What follows belongs to an exercise in optimizing a design on an open flow for small area, a short achievable clock period and few clock cycles per item; a production flow would make more cautious choices. The RTL was checked by simulation tests, not by an equivalence proof against the original design.

### flow/run.sh
#!/bin/bash
# synth_recipe.tcl (not shown) runs the flow's synth.tcl, then flattens the netlist and writes it again
# the make line also repeats each setting of config.mk as NAME=value (left out here)
make -C /OpenROAD-flow-scripts/flow DESIGN_CONFIG=/design/flow/config.mk WORK_HOME=/design/flow/orfs CLKGATE_MAP_FILE= SYNTH_SCRIPT=/design/flow/synth_recipe.tcl finish
### flow/design.v
package ypdt_pkg;
  localparam int ANGLE_W = 17;
  localparam int SPEED_W = 16;
  localparam int DT_W    = 20;
  localparam int GAIN_W  = 24;
  localparam int LIMIT_W = 30;
  localparam int DRIVE_W = 16;
  localparam int DATA_W  = 32;
  localparam int ADDR_W  = 4;
  localparam int WRAP_W  = ANGLE_W + 1;     
  localparam int ERR_W   = 16;              
  localparam int INTEG_W = 32;              
  localparam int ACC_W   = 38;              
  localparam int DT_FRAC = 16;              
  localparam int QUO_W   = ERR_W + DT_FRAC;
  localparam int CNT_W   = $clog2(QUO_W);
  localparam int DERIV_W = QUO_W + 1;
  localparam int PROD_W  = GAIN_W + DERIV_W;
  localparam int SUM_W   = PROD_W + 1;
  localparam int GAIN_FRAC = 16;
  localparam int STEER_SHIFT = 9;
  localparam logic signed [WRAP_W-1:0]  HALF_TURN  = 23040;
  localparam logic signed [WRAP_W-1:0]  FULL_TURN  = 46080;
  localparam logic signed [WRAP_W-1:0]  ERROR_IDLE = 640;
  localparam logic signed [SUM_W-1:0]   STEER_MAX  = 9830;
  localparam logic signed [SPEED_W:0]   DRIVE_MAX  = 16384;
  localparam logic signed [SPEED_W-1:0] SPEED_IDLE = 820;
  localparam logic signed [GAIN_W-1:0]  GAIN_P_RST = 52429;
  localparam logic signed [GAIN_W-1:0]  GAIN_I_RST = 3277;
  localparam logic signed [GAIN_W-1:0]  GAIN_D_RST = 13107;
  localparam logic [LIMIT_W-1:0]        LIMIT_RST  = 2516582;
  typedef enum logic [1:0] {
    REG_GAIN_P,
    REG_GAIN_I,
    REG_GAIN_D,
    REG_LIMIT
  } reg_idx_t;
  typedef struct packed {
    logic              start;
    logic              neg;
    logic [QUO_W-1:0]  dividend;
    logic [DT_W-1:0]   divisor;
  } div_req_t;
  typedef struct packed {
    logic                      done;
    logic signed [DERIV_W-1:0] quotient;
  } div_rsp_t;
endpackage
import ypdt_pkg::*;
module ypdt_divider (
  input  logic               clk,
  input  logic               rst_n,
  input  ypdt_pkg::div_req_t req,
  output ypdt_pkg::div_rsp_t rsp
);
  logic              busy_r;
  logic              done_r;
  logic              neg_r;
  logic [CNT_W-1:0]  cnt_r;
  logic [QUO_W-1:0]  quo_r;
  logic [DT_W-1:0]   rem_r;
  logic [DT_W-1:0]   dsor_r;
  logic [DT_W+1:0]   trial;
  logic              fits;
  logic signed [DERIV_W-1:0] quo_ext;
  assign trial   = {1'b0, rem_r, quo_r[QUO_W-1]} - {2'b00, dsor_r};
  assign fits    = ~trial[DT_W+1];
  assign quo_ext = $signed({1'b0, quo_r});
  assign rsp.done     = done_r;
  assign rsp.quotient = neg_r ? -quo_ext : quo_ext;
  always_ff @(posedge clk) begin
    if (!rst_n) begin
      busy_r <= 1'b0;
      done_r <= 1'b0;
      cnt_r  <= '0;
    end else if (req.start) begin
      busy_r <= 1'b1;
      done_r <= 1'b0;
      cnt_r  <= CNT_W'(QUO_W - 1);
      neg_r  <= req.neg;
      quo_r  <= req.dividend;
      dsor_r <= req.divisor;
      rem_r  <= '0;
    end else if (busy_r) begin
      rem_r <= fits ? trial[DT_W-1:0] : {rem_r[DT_W-2:0], quo_r[QUO_W-1]};
      quo_r <= {quo_r[QUO_W-2:0], fits};
      cnt_r <= cnt_r - 1'b1;
      if (cnt_r == '0) begin
        busy_r <= 1'b0;
        done_r <= 1'b1;
      end
    end
  end
endmodule
import ypdt_pkg::*;
module yaw_pid_differential_thrust (
  input  logic                                     clk,
  input  logic                                     rst_n,
  input  logic                                     in_valid,
  output logic                                     in_stall,
  input  logic signed [ypdt_pkg::ANGLE_W-1:0]      in_heading_now,
  input  logic signed [ypdt_pkg::ANGLE_W-1:0]      in_heading_goal,
  input  logic signed [ypdt_pkg::SPEED_W-1:0]      in_forward_speed,
  input  logic        [ypdt_pkg::DT_W-1:0]         in_time_step,
  output logic                                     out_valid,
  input  logic                                     out_stall,
  output logic signed [ypdt_pkg::DRIVE_W-1:0]      out_left_drive,
  output logic signed [ypdt_pkg::DRIVE_W-1:0]      out_right_drive,
  input  logic                                     psel,
  input  logic                                     penable,
  input  logic                                     pwrite,
  input  logic        [ypdt_pkg::ADDR_W-1:0]       paddr,
  input  logic        [ypdt_pkg::DATA_W-1:0]       pwdata,
  output logic        [ypdt_pkg::DATA_W-1:0]       prdata,
  output logic                                     pready
);
  typedef enum logic [3:0] {
    S_IDLE,
    S_WRAP,
    S_MUL_INT,
    S_ACC_INT,
    S_MUL_KI,
    S_ACC_KI,
    S_WAIT_DIV,
    S_MUL_KD,
    S_ACC_KD,
    S_OUT
  } state_t;
  state_t state_r;
  logic signed [GAIN_W-1:0]  gain_p_r, gain_i_r, gain_d_r;
  logic        [LIMIT_W-1:0] limit_r;
  logic signed [INTEG_W-1:0] integ_r;
  logic signed [ERR_W-1:0]   prev_err_r;
  logic signed [WRAP_W-1:0]  err_r;
  logic signed [SPEED_W-1:0] speed_r;
  logic        [DT_W-1:0]    dt_r;
  logic                      zero_r;
  logic signed [PROD_W-1:0]  mul_p_r;
  logic signed [SUM_W-1:0]   sum_r;
  logic                      out_valid_r;
  logic signed [DRIVE_W-1:0] out_left_r, out_right_r;
  logic     cfg_wr;
  logic [1:0] cfg_idx;
  assign pready  = 1'b1;
  assign cfg_wr  = psel & penable & pwrite;
  assign cfg_idx = paddr[ADDR_W-1:2];
  always_comb begin
    unique case (cfg_idx)
      REG_GAIN_P: prdata = DATA_W'(gain_p_r);
      REG_GAIN_I: prdata = DATA_W'(gain_i_r);
      REG_GAIN_D: prdata = DATA_W'(gain_d_r);
      REG_LIMIT:  prdata = DATA_W'(limit_r);
      default:    prdata = '0;
    endcase
  end
  logic signed [GAIN_W-1:0]  mul_a;
  logic signed [DERIV_W-1:0] mul_b;
  logic signed [PROD_W-1:0]  mul_full;
  ypdt_pkg::div_rsp_t                div_rsp;
  always_comb begin
    unique case (state_r)
      S_MUL_INT: begin
        mul_a = GAIN_W'(err_r);
        mul_b = $signed(DERIV_W'(dt_r));
      end
      S_ACC_INT: begin
        mul_a = gain_p_r;
        mul_b = DERIV_W'(err_r);
      end
      S_MUL_KI: begin
        mul_a = gain_i_r;
        mul_b = DERIV_W'(integ_r);
      end
      default: begin
        mul_a = gain_d_r;
        mul_b = div_rsp.quotient;
      end
    endcase
  end
  assign mul_full = mul_a * mul_b;
  logic signed [ACC_W-1:0]   integ_acc, lim_pos, lim_neg, integ_clamped;
  assign integ_acc = ACC_W'(integ_r) + mul_p_r[ACC_W-1:0];
  assign lim_pos   = $signed(ACC_W'(limit_r));
  assign lim_neg   = -lim_pos;
  always_comb begin
    priority if (integ_acc > lim_pos) integ_clamped = lim_pos;
    else if (integ_acc < lim_neg)     integ_clamped = lim_neg;
    else                              integ_clamped = integ_acc;
  end
  logic signed [ERR_W:0] err_diff;
  logic        [ERR_W:0] diff_mag;
  ypdt_pkg::div_req_t    div_req;
  assign err_diff = (ERR_W+1)'(err_r) - (ERR_W+1)'(prev_err_r);
  assign diff_mag = err_diff[ERR_W] ? -err_diff : err_diff;
  assign div_req.start    = (state_r == S_ACC_INT);
  assign div_req.neg      = err_diff[ERR_W];
  assign div_req.dividend = {diff_mag[ERR_W-1:0], {DT_FRAC{1'b0}}};
  assign div_req.divisor  = dt_r;
  ypdt_divider u_divider (
    .clk   (clk),
    .rst_n (rst_n),
    .req   (div_req),
    .rsp   (div_rsp)
  );
  logic signed [PROD_W-1:0] ki_bias;
  logic signed [PROD_W-1:0] ki_term;
  assign ki_bias = mul_p_r + (mul_p_r[PROD_W-1] ? PROD_W'((1 << GAIN_FRAC) - 1) : '0);
  assign ki_term = ki_bias >>> GAIN_FRAC;
  logic signed [SUM_W-1:0]   sum_bias, steer_raw, steer_cl;
  logic signed [SPEED_W-1:0] steer;
  logic signed [SPEED_W:0]   left_sum, right_sum, left_cl, right_cl;
  logic                      dead_zone;
  assign sum_bias  = sum_r + (sum_r[SUM_W-1] ? SUM_W'((1 << STEER_SHIFT) - 1) : '0);
  assign steer_raw = sum_bias >>> STEER_SHIFT;
  always_comb begin
    priority if (steer_raw > STEER_MAX) steer_cl = STEER_MAX;
    else if (steer_raw < -STEER_MAX)    steer_cl = -STEER_MAX;
    else                                steer_cl = steer_raw;
  end
  assign steer     = SPEED_W'(steer_cl);
  assign left_sum  = (SPEED_W+1)'(speed_r) + (SPEED_W+1)'(steer);
  assign right_sum = (SPEED_W+1)'(speed_r) - (SPEED_W+1)'(steer);
  always_comb begin
    priority if (left_sum > DRIVE_MAX) left_cl = DRIVE_MAX;
    else if (left_sum < -DRIVE_MAX)    left_cl = -DRIVE_MAX;
    else                               left_cl = left_sum;
    priority if (right_sum > DRIVE_MAX) right_cl = DRIVE_MAX;
    else if (right_sum < -DRIVE_MAX)    right_cl = -DRIVE_MAX;
    else                                right_cl = right_sum;
  end
  assign dead_zone = (speed_r < SPEED_IDLE) && (err_r < ERROR_IDLE) && (err_r > -ERROR_IDLE);
  assign in_stall        = (state_r != S_IDLE);
  assign out_valid       = out_valid_r;
  assign out_left_drive  = out_left_r;
  assign out_right_drive = out_right_r;
  always_ff @(posedge clk) begin
    if (!rst_n) begin
      state_r     <= S_IDLE;
      out_valid_r <= 1'b0;
      gain_p_r    <= GAIN_P_RST;
      gain_i_r    <= GAIN_I_RST;
      gain_d_r    <= GAIN_D_RST;
      limit_r     <= LIMIT_RST;
      integ_r     <= '0;
      prev_err_r  <= '0;
      zero_r      <= 1'b0;
    end else begin
      if (out_valid_r && !out_stall) begin
        out_valid_r <= 1'b0;
      end
      unique case (state_r)
        S_IDLE: begin
          if (in_valid) begin
            err_r   <= WRAP_W'(in_heading_goal) - WRAP_W'(in_heading_now);
            speed_r <= in_forward_speed;
            dt_r    <= in_time_step;
            zero_r  <= (in_time_step == '0);
            state_r <= (in_time_step == '0) ? S_OUT : S_WRAP;
          end
        end
        S_WRAP: begin
          priority if (err_r > HALF_TURN) begin
            err_r <= err_r - FULL_TURN;
          end else if (err_r < -HALF_TURN) begin
            err_r <= err_r + FULL_TURN;
          end else begin
            state_r <= S_MUL_INT;
          end
        end
        S_MUL_INT: begin
          mul_p_r <= mul_full;
          state_r <= S_ACC_INT;
        end
        S_ACC_INT: begin
          integ_r    <= INTEG_W'(integ_clamped);
          prev_err_r <= ERR_W'(err_r);
          mul_p_r    <= mul_full;
          state_r    <= S_MUL_KI;
        end
        S_MUL_KI: begin
          sum_r   <= SUM_W'(mul_p_r);
          mul_p_r <= mul_full;
          state_r <= S_ACC_KI;
        end
        S_ACC_KI: begin
          sum_r   <= sum_r + SUM_W'(ki_term);
          state_r <= S_WAIT_DIV;
        end
        S_WAIT_DIV: begin
          if (div_rsp.done) begin
            state_r <= S_MUL_KD;
          end
        end
        S_MUL_KD: begin
          mul_p_r <= mul_full;
          state_r <= S_ACC_KD;
        end
        S_ACC_KD: begin
          sum_r   <= sum_r + SUM_W'(mul_p_r);
          state_r <= S_OUT;
        end
        S_OUT: begin
          if (!out_valid_r || !out_stall) begin
            out_valid_r <= 1'b1;
            if (zero_r || dead_zone) begin
              out_left_r  <= '0;
              out_right_r <= '0;
            end else begin
              out_left_r  <= DRIVE_W'(left_cl);
              out_right_r <= DRIVE_W'(right_cl);
            end
            state_r <= S_IDLE;
          end
        end
        default: state_r <= S_IDLE;
      endcase
      if (cfg_wr) begin
        unique case (cfg_idx)
          REG_GAIN_P: begin
            gain_p_r <= pwdata[GAIN_W-1:0];
            integ_r  <= '0;
          end
          REG_GAIN_I: begin
            gain_i_r <= pwdata[GAIN_W-1:0];
            integ_r  <= '0;
          end
          REG_GAIN_D: begin
            gain_d_r <= pwdata[GAIN_W-1:0];
            integ_r  <= '0;
          end
          REG_LIMIT: limit_r <= pwdata[LIMIT_W-1:0];
          default: ;
        endcase
      end
    end
  end
endmodule
### flow/constraint.sdc
create_clock -name core_clock -period 11.0 [get_ports {clk}]
set_input_delay 2.2000 -clock core_clock [delete_from_list [all_inputs] [get_ports {clk}]]
set_output_delay 2.2000 -clock core_clock [all_outputs]
set_load 0.01 [all_outputs]
### flow/config.mk
export PLATFORM = sky130hd
export DESIGN_NAME = yaw_pid_differential_thrust
export DESIGN_NICKNAME = yaw_pid_differential_thrust
export VERILOG_FILES = /design/flow/design.v
export SDC_FILE = /design/flow/constraint.sdc
export NUM_CORES = 4
export LEC_CHECK = 0
export CAP_MARGIN = 20
export CORE_MARGIN = 2
export CORE_UTILIZATION = 40
export SLEW_MARGIN = 20
==> summary.txt <==
Cells and area
  – Layout fillers: 15,100
  – ANT cells: 0
  – Layout cells sized above 1: 0.0541
  – Layout Area Growth over Synthesis: 10.3%
  – Layout Nets: 8,584

GRT
  – GRT Total Usage: 0.265
  – Antenna violations before repair: 5
  – Largest net degree at the start of global routing: 80
  – Grt ovf: 0
  – Vias in the first global route: 52,200
  – First-pass GRT wire length: 318 mm

Logic synthesis
  – Post-synth cell types: 98
  – Cell taking the most area after synthesis: fa_1
  – Syn_nets: 8,509
  – Syn avg cell area: 8.62 um^2
  – Synth warnings: 2
  – Post-synth ARST share: 0
  – Sequential-to-total area share from yosys stat: 0.186
  – Area share of the largest cell type after synthesis: 0.264
  – Mapped Cells: 7,150
  – Ys flop type: edfxtp_1
  – Post-Syn Area: 61,600 um^2
  – #FFs+latches synth: 437
  – Synth area leaders: fa_1, edfxtp_1, ha_1
  – EDFF count, synth: 274

Worst setup path
  – CP dominant cell by count: fa_1
  – CP startpoint: u_divider.quo_r[4]
  – Worst R2R Start: u_divider.quo_r[4]
  – CP Launch Type: register
  – Setup CP Type: register to register
  – Crit. End Element: register
  – CP required: 11.40 ns
  – Buf/Inv on CP: 4
  – CP top delay family: adder cells
  – Data arrival, critical path: 10.87 ns
  – Critical Path Max Stage Delay: 0.61 ns
  – CP max-delay cell: fa_1
  – Worst-path maximum fanout: 5

CTS
  – Reg clk slew, reported paths: 0.08 ns
  – Clock Tree Buf Depth: 3
  – Hold-fix buffers, CTS: 0
  – Clock buffer count from CTS: 52
  – Clk Latency, worst-skew pair: 0.66 ns
  – CTS tree: yes
  – CTS resizes: 0
  – Total clock sinks: 437
  – H-tree Lvls: 2
  – Post-CTS Repair Setup Buffers: 0
  – Root Driver: clkbuf_16

Routing
  – WL/cell: 22.4 um
  – Drt drc: 0
  – Final ANT Viol Nets: 0
  – Vias per inst: 5.57
  – Final wirelength: 209 mm
  – Initial DRC count: 4,862
  – DR vias: 51,900
  – DR pass1 iterations: 8

Placed design
  – GPL Wtd Cong: 0.955
  – Placed wire-length estimate: 167 mm
  – Dpl ws: 0.644 ns
  – # port buffers: 174

STA
  – Worst hold slack: 0.463 ns
  – Period utilisation layout: 0.951
  – Setup TNS: 0 ns
  – Max Slew Vio Count: 0
  – Fin crit period: 10.47 ns
  – Slew @ Worst Pin: 1.21 ns
  – Worst Clk Skew: 0.0338 ns
  – Slew margin rel.: 0.190
  – Setup-failing EPs final: 0
  – RSZ-0062 raised after global routing: false
  – Final setup margin: 0.534 ns
  – Fmax: 95.6 MHz
  – Final hold violation count: 0

Worst hold path
  – Tightest Hold Check Type: register to register
  – Hold path start: dt_r[1]

Status
  – Status: timing/DRC/antenna clean

Floorplanning
  – Die Span Y: 397 um
  – Die ar.: 157,000 um^2
  – Core area: 154,000 um^2
  – Site Rows: 144
  – Initial core utilization: 0.402
  – Die X-Extent: 397 um
  – Ports: 180

Job
  – Max Cap Viol: 0
-- final timing paths --
path	end	slack, ns	depth (start not counted)
worst max-delay path	mul_p_r[55]	0.53	34
worst min-delay path	u_divider.dsor_r[1]	0.46	0
worst max register to register	mul_p_r[55]	0.53	34
worst min register to register	u_divider.dsor_r[1]	0.46	0
-- per-layer routing --
metal	share of wire	global-route usage	wire length (um)	vias to the layer above
met2	0.45	0.425	94300	2139
met5	0.00013	0	28	-
li1	-	-	-	23700
met1	0.41	0.349	86500	25600
met4	0.048	0.110	10000	4
met3	0.086	0.0513	18100	467
-- layout make-up --
type                    count  area (um^2)  area share
clock buffers              54         1350      0.0199
flip-flops and latches    437        11500       0.169
repair buffers            342         3010      0.0443
clock inverters            44          546     0.00802
multi-input cells        5315        45000       0.662
well taps                2044         2560      0.0376
inverters                1077         4040      0.0594
-- Yosys cell counts, types with 128 or more instances --
master	n
xnor2_1	213
clkbuf_1	280
ha_1	433
nand2_1	1065
edfxtp_1	274
inv_1	1070
fa_1	813
nand3_1	149
dfxtp_1	163
a21o_1	128
a21oi_1	244
o21ai_0	249
nor2_1	676
-- cells by family (layout without fill, tap and decap cells) --
family,count (synthesis),in the layout,share of synthesized area
muxes,96,96,0.0203
buffers and inverters,1398,1517,0.0859
adders and majority gates,1246,1246,0.352
AOI/OAI and AO/OA,1208,1208,0.133
other,1,1,0.0000608
DFF,437,437,0.186
and+or+nand+nor,2427,2427,0.174
xor gates and xnor gates,337,337,0.0479
-- stage by stage --
| step | std cells | utilization | cell area, um^2 |
|---|---|---|---|
| finish | 9313 | 0.443 | 68000 |
| global route | 9313 | 0.443 | 68000 |
| CTS | 9312 | 0.443 | 68000 |
| detailed placement | 9214 | 0.431 | 66100 |
| global placement | 9214 | 0.431 | 66100 |
| floorplan | 7150 | - | 61600 |
-- layout by cell type, fill, tap and decap left out, types with 38 or more instances in the layout --
cell type,count
nand2_1,1065
nor3_1,85
nand2b_1,49
nand4_1,64
ha_1,433
clkdlybuf4s50_1,171
a21oi_1,242
o21ai_0,248
buf_4,166
a211oi_1,51
xor2_1,124
mux2i_1,69
dfxtp_1,163
and2_1,52
clkbuf_16,54
a21o_1,127
fa_1,813
nor2_1,673
nor4_1,42
a21boi_0,111
xnor2_1,213
edfxtp_1,274
nand3_1,148
o21a_1,55
and3_1,45
inv_1,1070
nor2b_1,38
-- flip-flops by register name, summed over array words and instances, names as in the netlist, 18 cells and up --
name	flops
integ_r	32
gain_i_r	24
dt_r	20
u_divider.rem_r	20
gain_p_r	24
u_divider.dsor_r	20
gain_d_r	24
err_r	18
u_divider.quo_r	32
mul_p_r	57
limit_r	30
sum_r	58
-- worst reg2reg max path, delay by kind of cell, from the launching register on --
kind                     cells  cell delay, ns
XOR/XNOR                     2            0.35
buffers and inverters        4            0.24
flip-flops                   1            0.43
AND/OR/NAND/NOR             11            2.87
adder cells (fa/ha/maj)      8            4.02
AO/OA/AOI/OAI                9            2.35
Testbench counts, summed over its fixed seeds: cycles 48,852, items 1,200.

==> port drivers added, routing unchanged <==
How much do the figures lean on ideal ports? The routed layout below was timed once more, with nothing changed but the port constraints. Step 1, drivers: a clkbuf_16 drives clk and a buf_2 each remaining input, both assumed. Step 2 times the ports against the registers' clock, not the clock port: input delays grow and output delays shrink by t, the midpoint of the rising clock arrivals with the driver on. a / b / c = ideal / step 1 / step 2; a / b = the first two.
t, ns: 0.722
setup slack, ns: 0.534 / 0.534 / 0.534
hold slack, ns: 0.463 / 0.463 / 0.463
worst setup path after step 2: register to register
clock arrival spread, ns: 0.035 / 0.035
After both steps setup and hold are still met in this run. For this run, drivers alone change the setup slack by 0.000 ns; drivers and shift together by 0.000 ns.
